From an optimization exercise on the open Yosys and OpenROAD flow, aimed at small area; shortcuts taken in it are not production practice.
Power figures rest on the tool's default switching activity, not on a simulated workload.

==> flow/design.v <==
`timescale 1ns / 1ps
package desa_pkg;
	localparam int SIZE_BITS_DEF = 32;
	localparam int CMD_W      = 4;
	localparam int NUM_W      = 32;
	localparam int TIER_W     = 2;
	localparam int STATUS_W   = 2;
	localparam int OFFSET_W   = 33;
	localparam int FREE_W     = 32;
	localparam int CFG_DATA_W = 32;
	localparam int CFG_IDX_W  = 1;
	localparam logic [CMD_W-1:0] CMD_ALLOC_PRI   = 4'd0;
	localparam logic [CMD_W-1:0] CMD_CLEAR_PRI   = 4'd1;
	localparam logic [CMD_W-1:0] CMD_FREE_FRONT  = 4'd2;
	localparam logic [CMD_W-1:0] CMD_FREE_REAR   = 4'd3;
	localparam logic [CMD_W-1:0] CMD_FREE_GLOBAL = 4'd4;
	localparam logic [CMD_W-1:0] CMD_SET_TIER    = 4'd5;
	localparam logic [CMD_W-1:0] CMD_ALLOC_CUR   = 4'd6;
	localparam logic [CMD_W-1:0] CMD_ALLOC_NEXT  = 4'd7;
	localparam logic [CMD_W-1:0] CMD_CLEAR_FRAME = 4'd8;
	localparam logic [CMD_W-1:0] CMD_SWAP        = 4'd9;
	localparam logic [TIER_W-1:0] TIER_GLOBAL = 2'd0;
	localparam logic [TIER_W-1:0] TIER_FRONT  = 2'd1;
	localparam logic [TIER_W-1:0] TIER_REAR   = 2'd2;
	localparam logic SIDE_FRONT = 1'b0;
	localparam logic SIDE_REAR  = 1'b1;
	localparam logic [STATUS_W-1:0] ST_OK      = 2'd0;
	localparam logic [STATUS_W-1:0] ST_NOSPACE = 2'd1;
	localparam logic [STATUS_W-1:0] ST_NOCFG   = 2'd2;
	localparam logic [CFG_IDX_W-1:0] REG_PRIMARY_SIZE = 1'd0;
	localparam logic [CFG_IDX_W-1:0] REG_FRAME_SIZE   = 1'd1;
	typedef struct packed {
		logic exec;     
		logic cfg_we;   
	} ctl_t;
endpackage
`timescale 1ns / 1ps
`timescale 1ns / 1ps
`timescale 1ns / 1ps
module double_ended_stack_allocator_core #(
	parameter int SIZE_BITS = desa_pkg::SIZE_BITS_DEF
) (
	input  logic                             clk,
	input  logic                             arst_n,
	input  logic                             cmd_valid,
	output logic                             cmd_ready,
	input  logic [desa_pkg::CMD_W-1:0]       cmd_command,
	input  logic [desa_pkg::NUM_W-1:0]       cmd_num_bytes,
	input  logic [desa_pkg::TIER_W-1:0]      cmd_tier,
	output logic                             res_valid,
	input  logic                             res_ready,
	output logic [desa_pkg::STATUS_W-1:0]    res_status,
	output logic [desa_pkg::OFFSET_W-1:0]    res_offset,
	output logic [desa_pkg::FREE_W-1:0]      res_primary_free,
	output logic [desa_pkg::FREE_W-1:0]      res_frame_free,
	input  logic                             cfg_valid,
	output logic                             cfg_ready,
	input  logic [desa_pkg::CFG_IDX_W-1:0]   cfg_index,
	input  logic [desa_pkg::CFG_DATA_W-1:0]  cfg_data
);
	typedef logic [31:0] w_t;
	localparam int ADD_BLK = 11;
	function automatic logic [32:0] add32(input logic [31:0] a, input logic [31:0] b,
			input logic ci);
		logic [32:0] s;
		logic [31:0] r;
		logic cb, c, pp;
		cb = ci;
		for (int lo = 0; lo < 32; lo += ADD_BLK) begin
			c = (lo == 0) ? ci : 1'b0;
			for (int i = lo; i < lo + ADD_BLK && i < 32; i++) begin
				r[i] = a[i] ^ b[i] ^ c;
				c = (a[i] & b[i]) | (c & (a[i] ^ b[i]));
			end
			if (lo == 0) begin
				for (int i = lo; i < lo + ADD_BLK && i < 32; i++) s[i] = r[i];
				cb = c;
			end else begin
				pp = 1'b1;
				for (int i = lo; i < lo + ADD_BLK && i < 32; i++) begin
					s[i] = r[i] ^ (cb & pp);
					pp = pp & r[i];
				end
				cb = c | (cb & pp);
			end
		end
		s[32] = cb;
		add32 = s;
	endfunction
	w_t   psize_q, fsize_q, global_q, front_q, rear_q, ffront_q, frear_q;
	logic [1:0] tier_q;
	logic side_q;
	logic valid_q;
	logic pnz_q, fnz_q;
	logic [1:0] st_q;
	w_t   off_q;
	logic ofr_q;
	logic exec;
	assign cmd_ready = !valid_q || res_ready;
	assign res_valid = valid_q;
	assign cfg_ready = 1'b1;
	assign exec      = cmd_valid && cmd_ready;
	always_ff @(posedge clk or negedge arst_n) begin
		if (!arst_n) valid_q <= 1'b0;
		else if (exec) valid_q <= 1'b1;
		else if (res_ready) valid_q <= 1'b0;
	end
	logic c_apri, c_clr, c_ffront, c_frear, c_fglob, c_tier, c_afrm, c_cfrm, c_swap;
	assign c_apri   = cmd_command == 4'd0;
	assign c_clr    = cmd_command == 4'd1;
	assign c_ffront = cmd_command == 4'd2;
	assign c_frear  = cmd_command == 4'd3;
	assign c_fglob  = cmd_command == 4'd4;
	assign c_tier   = cmd_command == 4'd5;
	assign c_afrm   = cmd_command[3:1] == 3'b011;
	assign c_cfrm   = cmd_command == 4'd8;
	assign c_swap   = cmd_command == 4'd9;
	logic pcfg, fcfg, cfg_nz;
	assign pcfg   = pnz_q;
	assign fcfg   = fnz_q;
	assign cfg_nz = |cfg_data;
	w_t proom, froom;
	assign proom = w_t'(add32(rear_q, ~front_q, 1'b1));
	assign froom = w_t'(add32(frear_q, ~ffront_q, 1'b1));
	assign res_primary_free = pcfg ? proom : '0;
	assign res_frame_free   = fcfg ? froom : '0;
	logic aside, t_rear, t_glob, use_rear;
	assign aside    = side_q ^ cmd_command[0];
	assign t_rear   = tier_q[1];
	assign t_glob   = ~tier_q[1] & ~tier_q[0];
	assign use_rear = c_afrm ? aside : t_rear;
	w_t room, a_in, sum;
	assign room = c_afrm ? froom : proom;
	always_comb begin
		case ({c_afrm, use_rear})
			2'b00:   a_in = front_q;
			2'b01:   a_in = ~rear_q;
			2'b10:   a_in = ffront_q;
			default: a_in = ~frear_q;
		endcase
	end
	assign sum = w_t'(add32(a_in, cmd_num_bytes, 1'b0));
	logic nospace, nocfg, alloc, ok;
	assign alloc   = c_apri | c_afrm;
	assign nocfg   = c_afrm ? ~fcfg : ~pcfg;
	assign nospace = cmd_num_bytes > room;
	assign ok      = alloc & ~nocfg & ~nospace;
	logic pri_ok, frm_ok;
	assign pri_ok = exec & c_apri & pcfg & ~nospace;
	assign frm_ok = exec & c_afrm & fcfg & ~nospace;
	always_ff @(posedge clk) begin
		if (exec) begin
			st_q  <= alloc ? {nocfg, ~nocfg & nospace} : 2'b00;
			off_q <= ok ? (use_rear ? ~sum : a_in) : '0;
			ofr_q <= ok & c_afrm & pnz_q;
		end
	end
	assign res_status = st_q;
	assign res_offset = add32(off_q, ofr_q ? psize_q : 32'd0, 1'b0);
	logic pcfg_we, fcfg_we;
	assign pcfg_we = cfg_valid & ~cfg_index[0];
	assign fcfg_we = cfg_valid &  cfg_index[0];
	w_t psize_d, fsize_d;
	assign psize_d = pcfg_we ? cfg_data : psize_q;
	assign fsize_d = fcfg_we ? cfg_data : fsize_q;
	logic p_zero, p_rear_sz, p_front_gl;
	assign p_zero     = pcfg_we | (exec & c_clr);
	assign p_rear_sz  = pcfg_we | (exec & (c_clr | c_frear | c_fglob));
	assign p_front_gl = exec & (c_ffront | c_fglob | (c_tier & cmd_tier == 2'd0));
	always_ff @(posedge clk or negedge arst_n) begin
		if (!arst_n) pnz_q <= 1'b0;
		else if (pcfg_we) pnz_q <= cfg_nz;
	end
	always_ff @(posedge clk) psize_q <= psize_d;
	w_t global_d;
	assign global_d = p_zero ? '0 : ((pri_ok & t_glob) ? sum : global_q);
	always_ff @(posedge clk) begin
		global_q <= global_d;
		if (p_zero | p_front_gl | (pri_ok & t_glob)) front_q <= global_d;
		else if (pri_ok & ~t_rear) front_q <= sum;
		if (p_rear_sz) rear_q <= psize_d;
		else if (pri_ok & t_rear) rear_q <= ~sum;
		if (pcfg_we) tier_q <= 2'd0;
		else if (exec & c_tier & cmd_tier != 2'd3) tier_q <= cmd_tier;
	end
	logic f_front0, f_rear_sz;
	assign f_front0  = fcfg_we | (exec & (c_cfrm | (c_swap & fcfg & ~side_q)));
	assign f_rear_sz = fcfg_we | (exec & (c_cfrm | (c_swap & fcfg & side_q)));
	always_ff @(posedge clk or negedge arst_n) begin
		if (!arst_n) fnz_q <= 1'b0;
		else if (fcfg_we) fnz_q <= cfg_nz;
	end
	always_ff @(posedge clk) fsize_q <= fsize_d;
	always_ff @(posedge clk) begin
		if (f_front0) ffront_q <= '0;
		else if (frm_ok & ~aside) ffront_q <= sum;
		if (f_rear_sz) frear_q <= fsize_d;
		else if (frm_ok & aside) frear_q <= ~sum;
		if (fcfg_we) side_q <= 1'b0;
		else if (exec & c_swap & fcfg) side_q <= ~side_q;
	end
endmodule
Settings: LEC_CHECK=0, CAP_MARGIN=20, CORE_MARGIN=2, CORE_UTILIZATION=40, CTS_CLUSTER_DIAMETER=100, CTS_CLUSTER_SIZE=24, SLEW_MARGIN=20; clock period 11.0 ns.
standard.sh (not shown) runs the stock make flow with config.mk's settings and CLKGATE_MAP_FILE= SYNTH_SCRIPT=/design/flow/synth_recipe.tcl, a recipe that flattens the netlist after the stock synthesis.
==> flow/flow/run.sh <==
#!/bin/bash
# The standard layout (the standard.sh: standard synthesis, floorplan,
# power grid, placement, CTS, routing), with one change: the buffer that
# port buffering puts on every input and output port is the platform's
# smallest buffer, sky130_fd_sc_hd__buf_1, instead of the one the resizer
# picks by itself. Repair still resizes any port buffer that needs it.
set -euo pipefail
export BUFFER_PORTS_ARGS="-buffer_cell sky130_fd_sc_hd__buf_1"
bash standard.sh finish > standard.log 2>&1
Then changed:
--- a/flow/design.v
+++ b/flow/design.v
@@ -59,7 +59,7 @@
 	input  logic [desa_pkg::CFG_DATA_W-1:0]  cfg_data
 );
 	typedef logic [31:0] w_t;
-	localparam int ADD_BLK = 11;
+	localparam int ADD_BLK = 8;
 	function automatic logic [32:0] add32(input logic [31:0] a, input logic [31:0] b,
 			input logic ci);
 		logic [32:0] s;
@@ -172,11 +172,11 @@
 		else if (pcfg_we) pnz_q <= cfg_nz;
 	end
 	always_ff @(posedge clk) psize_q <= psize_d;
-	w_t global_d;
-	assign global_d = p_zero ? '0 : ((pri_ok & t_glob) ? sum : global_q);
 	always_ff @(posedge clk) begin
-		global_q <= global_d;
-		if (p_zero | p_front_gl | (pri_ok & t_glob)) front_q <= global_d;
+		if (p_zero) global_q <= '0;
+		else if (pri_ok & t_glob) global_q <= sum;
+		if (p_zero) front_q <= '0;
+		else if (p_front_gl) front_q <= global_q;
 		else if (pri_ok & ~t_rear) front_q <= sum;
 		if (p_rear_sz) rear_q <= psize_d;
 		else if (pri_ok & t_rear) rear_q <= ~sum;
- setup slack improves by 1.4 ns
- final cell count went up by 1.8%
- critical path depth went down by 9
- sequential power went down by about 10%
- routed wire length went down by 0.66%
- total power went down by 29%
- die area went up by 1.1%
- via count went up by 1.3%
- synthesized cell count went up by 2.3%
- global-route usage is about the same
- worst hold slack is about the same
- clock-buffer cell count is unchanged
- sequential cell count stays the same
Function was not checked in any run of this note: the RTL went through the layout flow alone.

what the ideal ports hide:
No port has a modelled driver above. Below, the same layouts with a new extraction and two added sets of constraints. Step 1, drivers: a clkbuf_16 drives clk and a buf_2 each remaining input, both assumed. Step 2 adds t to the input delays and takes it off the output delays; t is the mean of the earliest and latest rising clock arrival at the registers after step 1. Input paths then give back, and output paths get back, about the clock's delay inside the block. Slacks: ideal / step 1 / step 2; pairs: ideal / step 1.
run	shift t [ns]	slack for setup (ns)	slew at the worst register clock pin (ns)	worst data-port slew with drivers (ns)
the first run	0.557	0.575 / 0.575 / 0.461	0.11 / 0.11	0.05
the second run	0.548	1.996 / 1.944 / 1.671	0.10 / 0.10	0.05
After both steps setup and hold are still met in every run listed. For the second run, which loses most, drivers alone change the setup slack by -0.052 ns; drivers and shift together by -0.325 ns.
